What follows belongs to an exercise in optimizing a design on an open flow for small area, a short achievable clock period and few clock cycles per item; a production flow would make more cautious choices. Only simulation tests tie the RTL to the original design; equivalence was not proved.

Design servo_recipe_sequencer_top, start of the top module:
module servo_recipe_sequencer_top #(
  parameter int RECIPE_DEPTH = 128
) (
  input  logic                               clk,
  input  logic                               rst_n,
  input  logic                               in_tvalid,
  output logic                               in_tready,
  input  logic [srs_pkg::IN_TDATA_W-1:0]     in_tdata,
  input  logic [srs_pkg::MODE_W-1:0]         in_tuser,
  output logic                               out_tvalid,
  input  logic                               out_tready,
  output logic [srs_pkg::OUT_TDATA_W-1:0]    out_tdata,
  input  logic                               cfg_valid,
  output logic                               cfg_ready,
  input  logic [srs_pkg::CIDX_W-1:0]         cfg_index,
  input  logic [srs_pkg::PULSE_W-1:0]        cfg_data
);
For scale: about 1200 flip-flops, about 0.046 mm^2 of cells after synthesis.
==> flow/config.mk <==
export PLATFORM = sky130hd
export DESIGN_NAME = servo_recipe_sequencer_top
export DESIGN_NICKNAME = servo_recipe_sequencer_top
export VERILOG_FILES = /design/flow/design.v
export SDC_FILE = /design/flow/constraint.sdc
export NUM_CORES = 4
export LEC_CHECK = 0
export ABC_AREA = 1
export CAP_MARGIN = 20
export CORE_MARGIN = 2
export CORE_UTILIZATION = 45
export CTS_CLUSTER_DIAMETER = 80
export CTS_CLUSTER_SIZE = 24
export SETUP_SLACK_MARGIN = 3.5
export SLEW_MARGIN = 20
export TNS_END_PERCENT = 10
==> flow/constraint.sdc <==
create_clock -name core_clock -period 6.0 [get_ports {clk}]
set_input_delay 1.2000 -clock core_clock [delete_from_list [all_inputs] [get_ports {clk}]]
set_output_delay 1.2000 -clock core_clock [all_outputs]
set_load 0.01 [all_outputs]
standard.sh (not shown) runs the stock make flow with config.mk's settings and CLKGATE_MAP_FILE= SYNTH_SCRIPT=/design/flow/synth_recipe.tcl, a recipe that flattens the netlist after the stock synthesis.
==> flow/flow/run.sh <==
#!/bin/bash
# Layout flow: the standard flow (standard.sh, unchanged synthesis and
# steps), with the port buffers made of plain sky130_fd_sc_hd__buf_2 cells
# instead of the delay cells buffer_ports picks by default. Every input and
# output port still gets its own buffer. The full output of the flow goes to
# flow.log here; each ORFS step also keeps its own log under orfs/logs.
set -euo pipefail
export BUFFER_PORTS_ARGS="-buffer_cell sky130_fd_sc_hd__buf_2"
bash standard.sh > flow.log 2>&1
Testbench counts at the start, summed over its fixed seeds: cycles 12,933, items 12,885.
Edit:
--- a/flow/design.v
+++ b/flow/design.v
@@ -445,15 +445,16 @@
   logic [7:0]  pc_n;
   logic [15:0] pc1_n;
   logic [7:0]  ls_n;
   logic [15:0] ls1_n;
   logic        ls_new;
   logic [2:0]  status_n;
   logic        o_valid_r;
-  logic [5:0]  o_pos_r;       
+  logic [2:0]  o_pos_r;
+  logic [14:0] o_pulse_r;
   logic [2:0]  o_status_r;
   logic [7:0]  o_pc_r;
   logic        k_valid_r;
   logic [2:0]  k_pos_r;
   logic [2:0]  k_status_r;
   logic [7:0]  k_pc_r;
   logic        o_free;
@@ -486,15 +487,15 @@
   srs_ram #(
     .DEPTH (RECIPE_DEPTH)
   ) u_ram (
     .clk    (clk),
     .clr    (!rst_q_n),
     .wa0    (x_wa0_r),
     .wa1    (x_wa1_r),
-    .wa2    (x_fire ? x_wa2_r : 8'd0),
+    .wa2    (x_wa2_r),
     .wdata  (x_code_r),
     .rsel_lo (rsel_lo),
     .rsel_hi (pc1_r[15:8]),
     .rdata  (rd_w1),
     .rdata0 (rd_w0)
   );
   always_comb begin
@@ -524,22 +525,43 @@
     .pc_o      (pc_n),
     .pc1_o     (pc1_n),
     .ls_o      (ls_n),
     .ls1_o     (ls1_n),
     .ls_new    (ls_new),
     .status    (status_n)
   );
+  logic [14:0] pulse_n;
+  logic [14:0] pulse_k;
+  function automatic logic [14:0] pulse_sel(input logic [5:0] p1h,
+                                            input logic [14:0] p0,
+                                            input logic [14:0] p1,
+                                            input logic [14:0] p2,
+                                            input logic [14:0] p3,
+                                            input logic [14:0] p4,
+                                            input logic [14:0] p5);
+    pulse_sel = (p0 & {15{p1h[0]}}) | (p1 & {15{p1h[1]}}) | (p2 & {15{p1h[2]}})
+              | (p3 & {15{p1h[3]}}) | (p4 & {15{p1h[4]}}) | (p5 & {15{p1h[5]}});
+  endfunction
   logic [5:0]  pos1h_cmd;
+  logic [14:0] pulse_mov;
+  logic [14:0] pulse_cmd;
   always_comb begin
     case (pos_sel)
       2'd2:    pos1h_cmd = {1'b0, pos1h_r[5:1]};
       2'd3:    pos1h_cmd = {pos1h_r[4:0], 1'b0};
       default: pos1h_cmd = pos1h_r;
     endcase
     pos1h_n   = (pos_sel == 2'd1) ? onehot(w_cur[2:0]) : pos1h_cmd;
+    pulse_mov = pulse_sel(onehot(w_cur[2:0]), pulse_r[0], pulse_r[1], pulse_r[2],
+                          pulse_r[3], pulse_r[4], pulse_r[5]);
+    pulse_cmd = pulse_sel(pos1h_cmd, pulse_r[0], pulse_r[1], pulse_r[2],
+                          pulse_r[3], pulse_r[4], pulse_r[5]);
+    pulse_n   = (pos_sel == 2'd1) ? pulse_mov : pulse_cmd;
+    pulse_k   = pulse_sel(onehot(k_pos_r), pulse_r[0], pulse_r[1], pulse_r[2],
+                          pulse_r[3], pulse_r[4], pulse_r[5]);
   end
   always_ff @(posedge clk) begin
     for (int i = 0; i < 6; i++) begin
       if (cfg_v_q && cfg_i_q == 3'(i)) begin
         pulse_r[i] <= cfg_d_q;
       end else if (!rst_q_n) begin
         case (i)
@@ -626,36 +648,27 @@
         k_valid_r <= 1'b1;
       end
     end
   end
   always_ff @(posedge clk) begin
     if (o_free) begin
       if (k_valid_r) begin
-        o_pos_r    <= onehot(k_pos_r);
+        o_pos_r    <= k_pos_r;
+        o_pulse_r  <= pulse_k;
         o_status_r <= k_status_r;
         o_pc_r     <= k_pc_r;
       end else begin
-        o_pos_r    <= pos1h_n;
+        o_pos_r    <= pos_n;
+        o_pulse_r  <= pulse_n;
         o_status_r <= status_n;
         o_pc_r     <= pc_n;
       end
     end
     if (x_fire) begin
       k_pos_r    <= pos_n;
       k_status_r <= status_n;
       k_pc_r     <= pc_n;
     end
   end
   assign out_tvalid = o_valid_r;
-  logic [2:0]  o_posb;
-  logic [14:0] o_pulse;
-  assign o_posb  = {o_pos_r[4] | o_pos_r[5],
-                    o_pos_r[2] | o_pos_r[3],
-                    o_pos_r[1] | o_pos_r[3] | o_pos_r[5]};
-  always_comb begin
-    o_pulse = 15'd0;
-    for (int i = 0; i < 6; i++) begin
-      o_pulse = o_pulse | (pulse_r[i] & {15{o_pos_r[i]}});
-    end
-  end
-  assign out_tdata  = {3'b000, o_pc_r, o_status_r, o_pulse, o_posb};
+  assign out_tdata  = {3'b000, o_pc_r, o_status_r, o_pulse_r, o_pos_r};
 endmodule
Cell area climbs by 4.9%.
Via count climbs by 11%.
Wire length climbs by 12%.
Hold slack improves by 0.0065 ns.
Maximum frequency climbs by 9.2%.
Worst setup slack improves by 0.26 ns.
Testbench counts after the change, summed over its fixed seeds: cycles 12,933, items 12,885.

==> separate check: timing with driven ports <==
The results above use ideal ports. As a check the final layouts listed here were re-extracted and re-timed, cells and wires unchanged.
Step 1: set_driving_cell puts a clkbuf_16 on clk and a buf_2 on each other input, an assumption about the parent block.
Step 2 also shifts input and output timing later by t, the mid clock arrival at the registers, as if the neighbouring blocks saw the same clock.
a / b / c = no drivers / after step 1 / after step 2; a / b = the first two.
run	t, ns	setup slack, ns	slew at the worst register clock pin (ns)
the first run	0.751	2.938 / 2.867 / 3.228	0.10 / 0.10
the second run	0.779	3.195 / 3.195 / 3.195	0.11 / 0.11
After both steps setup and hold are still met in every run listed.
